Background: an optimization exercise with open tools, aiming at small area, a short achievable clock period and few clock cycles per item. Do not read the settings as production practice. Where RTL was checked, it was by simulation tests only, not by an equivalence proof against the original. Power is estimated from default activity; no workload was simulated.

## old
==> module pkt_lkp_top, before the edit <==
module pkt_lkp_top
(
    input  logic      clk,
    input  logic      rst_i,
    input  logic      b2c_pkt_vld_i,
    input  logic      b2c_pkt_lkp_en_i,
    input  pkt_lkp_pkg::lkp_info_t b2c_pkt_lkp_info_i,
    input  pkt_lkp_pkg::odr_id_t   b2c_pkt_odr_id_i,
    input  logic      b2c_pkt_so_i,
    input  pkt_lkp_pkg::payload_t  b2c_pkt_payload_i,
    output logic      c2b_pkt_rdy_o,
    output logic      c2a_lkp_vld_o,
    output pkt_lkp_pkg::lkp_info_t c2a_lkp_info_o,
    output pkt_lkp_pkg::req_id_t   c2a_lkp_req_id_o,
    input  logic      a2c_lkp_rdy_i,
    input  logic      a2c_lkp_rsp_vld_i,
    input  pkt_lkp_pkg::req_id_t   a2c_lkp_rsp_id_i,
    input  pkt_lkp_pkg::lkp_info_t a2c_lkp_rslt_i,
    output logic      c2d_pkt_vld_o,
    output pkt_lkp_pkg::lkp_info_t c2d_pkt_lkp_rslt_o,
    output pkt_lkp_pkg::odr_id_t   c2d_pkt_odr_id_o,
    output logic      c2d_pkt_so_o,
    output pkt_lkp_pkg::payload_t  c2d_pkt_payload_o,
    input  logic      d2c_pkt_rdy_i
);
    localparam int RW = pkt_lkp_pkg::LKP_INFO_W;
    logic full_q, done_q, full_d, done_d;
    logic empty_q;
    logic req_q, req_d;
    logic leave;
    logic accept;
    assign leave         = c2d_pkt_vld_o && d2c_pkt_rdy_i;
    assign c2b_pkt_rdy_o = empty_q;
    assign accept        = b2c_pkt_vld_i && c2b_pkt_rdy_o;
    assign c2a_lkp_vld_o    = req_q;
    assign c2a_lkp_info_o   = c2d_pkt_lkp_rslt_o;
    assign c2a_lkp_req_id_o = '0;
    always_comb
    begin
        req_d = req_q;
        if (accept && b2c_pkt_lkp_en_i)
            req_d = 1'b1;
        else if (a2c_lkp_rdy_i)
            req_d = 1'b0;
    end
    always_comb
    begin
        full_d = full_q;
        done_d = done_q;
        if (accept)
        begin
            full_d = 1'b1;
            done_d = !b2c_pkt_lkp_en_i;
        end
        else
        begin
            if (leave)
                full_d = 1'b0;
            if (a2c_lkp_rsp_vld_i)
                done_d = 1'b1;
        end
    end
    always_ff @(posedge clk)
    begin
        if (rst_i)
        begin
            full_q        <= 1'b0;
            empty_q       <= 1'b1;
            done_q        <= 1'b0;
            c2d_pkt_vld_o <= 1'b0;
            req_q         <= 1'b0;
        end
        else
        begin
            full_q        <= full_d;
            empty_q       <= !full_d;
            done_q        <= done_d;
            c2d_pkt_vld_o <= full_d && done_d;
            req_q         <= req_d;
        end
    end
    always_ff @(posedge clk)
    begin
        if (accept)
        begin
            {c2d_pkt_odr_id_o, c2d_pkt_so_o, c2d_pkt_payload_o} <=
                {b2c_pkt_odr_id_i, b2c_pkt_so_i, b2c_pkt_payload_i};
            c2d_pkt_lkp_rslt_o <= b2c_pkt_lkp_info_i & {RW{b2c_pkt_lkp_en_i}};
        end
        else if (a2c_lkp_rsp_vld_i)
            c2d_pkt_lkp_rslt_o <= a2c_lkp_rslt_i;
    end
endmodule
clock: 4.0 ns
lec_check: 0
cap_margin: 20
core_margin: 2
core_utilization: 40
cts_cluster_diameter: 100
cts_cluster_size: 30
setup_slack_margin: 2.2
slew_margin: 20
tns_end_percent: 100
standard.sh (not shown) runs the stock make flow with config.mk's settings and CLKGATE_MAP_FILE= SYNTH_SCRIPT=/design/flow/synth_recipe.tcl, a recipe that flattens the netlist after the stock synthesis.
==> flow/flow/run.sh <==
#!/bin/bash
# Standard layout, with plain buffers on the ports and footprint-free resizing.
set -euo pipefail
bash standard.sh MATCH_CELL_FOOTPRINT=0 "BUFFER_PORTS_ARGS=-buffer_cell sky130_fd_sc_hd__buf_1" finish > make_finish.log 2>&1
Input changes introduced in new (baseline for comparison: old):
diff --git a/flow/design.v b/flow/design.v
--- a/flow/design.v
+++ b/flow/design.v
@@ -57,72 +57,75 @@
     output logic      c2d_pkt_so_o,
     output pkt_lkp_pkg::payload_t  c2d_pkt_payload_o,
     input  logic      d2c_pkt_rdy_i
 );
     localparam int RW = pkt_lkp_pkg::LKP_INFO_W;
-    logic full_q, done_q, full_d, done_d;
-    logic empty_q;
-    logic req_q, req_d;
-    logic leave;
-    logic accept;
-    assign leave         = c2d_pkt_vld_o && d2c_pkt_rdy_i;
+    logic          empty_q;
+    logic          req_q;
+    logic          full_d, done_d, req_d;
+    logic          accept, take_lkp;
+    logic [RW-1:0] rslt_d;
     assign c2b_pkt_rdy_o = empty_q;
-    assign accept        = b2c_pkt_vld_i && c2b_pkt_rdy_o;
+    assign accept        = b2c_pkt_vld_i && empty_q;
+    assign take_lkp      = accept && b2c_pkt_lkp_en_i;
     assign c2a_lkp_vld_o    = req_q;
     assign c2a_lkp_info_o   = c2d_pkt_lkp_rslt_o;
     assign c2a_lkp_req_id_o = '0;
     always_comb
     begin
         req_d = req_q;
-        if (accept && b2c_pkt_lkp_en_i)
+        if (take_lkp)
             req_d = 1'b1;
         else if (a2c_lkp_rdy_i)
             req_d = 1'b0;
     end
     always_comb
     begin
-        full_d = full_q;
-        done_d = done_q;
+        full_d = !empty_q;
+        done_d = c2d_pkt_vld_o;
         if (accept)
         begin
             full_d = 1'b1;
             done_d = !b2c_pkt_lkp_en_i;
         end
         else
         begin
-            if (leave)
+            if (c2d_pkt_vld_o && d2c_pkt_rdy_i)
                 full_d = 1'b0;
             if (a2c_lkp_rsp_vld_i)
                 done_d = 1'b1;
         end
     end
     always_ff @(posedge clk)
     begin
         if (rst_i)
         begin
-            full_q        <= 1'b0;
             empty_q       <= 1'b1;
-            done_q        <= 1'b0;
             c2d_pkt_vld_o <= 1'b0;
             req_q         <= 1'b0;
         end
         else
         begin
-            full_q        <= full_d;
             empty_q       <= !full_d;
-            done_q        <= done_d;
             c2d_pkt_vld_o <= full_d && done_d;
             req_q         <= req_d;
         end
     end
+    assign rslt_d = (b2c_pkt_lkp_info_i & {RW{take_lkp}}) |
+                    (a2c_lkp_rslt_i & {RW{a2c_lkp_rsp_vld_i}});
     always_ff @(posedge clk)
     begin
-        if (accept)
+        if (rst_i)
         begin
-            {c2d_pkt_odr_id_o, c2d_pkt_so_o, c2d_pkt_payload_o} <=
-                {b2c_pkt_odr_id_i, b2c_pkt_so_i, b2c_pkt_payload_i};
-            c2d_pkt_lkp_rslt_o <= b2c_pkt_lkp_info_i & {RW{b2c_pkt_lkp_en_i}};
+            {c2d_pkt_odr_id_o, c2d_pkt_so_o, c2d_pkt_payload_o} <= '0;
+            c2d_pkt_lkp_rslt_o <= '0;
         end
-        else if (a2c_lkp_rsp_vld_i)
-            c2d_pkt_lkp_rslt_o <= a2c_lkp_rslt_i;
+        else
+        begin
+            if (empty_q)
+                {c2d_pkt_odr_id_o, c2d_pkt_so_o, c2d_pkt_payload_o} <=
+                    {b2c_pkt_odr_id_i, b2c_pkt_so_i, b2c_pkt_payload_i};
+            if (empty_q || a2c_lkp_rsp_vld_i)
+                c2d_pkt_lkp_rslt_o <= rslt_d;
+        end
     end
 endmodule
### Flow results
- | total power of the final layout | new vs old | 10% lower |
- In new, wire length of the first global-routing pass is higher than in old.
- Looking at sequential cell count, new sits about 2.2% lower than old does.
- Re area enclosed by the die boundary: new and old aren't equal, and the higher value belongs to new.
- Area growth from synthesis to final layout: higher on old
- [compare] base=old new=new: number of placement rows increased 1; final count of pins violating max slew essentially unchanged.
- Taking old as the reference point, the clock network power of new falls by about 13%.
- Of the two values seen for slowest library cell on the worst path, dfxtp_1 was produced by new and edfxtp_1 by old.
- | routed wire length | new vs old | worse |
- Comparing share of power burned in combinational logic for new and old, the bigger number came from new.
Testbench counts of new, summed over its fixed seeds: cycles 29,004, items 3,200.
No functional check of the RTL was part of old.

==> what the ideal ports hide <==
How much do the figures lean on ideal ports? The routed layouts below were timed once more, with nothing changed but the port constraints. Step 1 sets driving cells, clkbuf_16 on the clock port and buf_2 on the other inputs (assumed; they add their load-dependent delay and slew). Step 2 moves the port delays by t, midway between the first and last clock arrival at a register: inputs arrive t later, outputs are due t later. That takes back most of the time a late clock gives input paths. a / b / c = ideal / step 1 / step 2; a / b = the first two.
run	t, ns	slack for setup (ns)	slew at the worst register clock pin (ns)	worst data-port slew with drivers (ns)
old	0.377	2.232 / 2.200 / 1.883	0.11 / 0.11	0.05
new	0.369	2.303 / 2.273 / 2.052	0.09 / 0.09	0.05
After both steps every run listed still meets setup and hold. The setup slack of old, which loses most, moves by -0.032 ns with the drivers and by -0.349 ns with both steps.
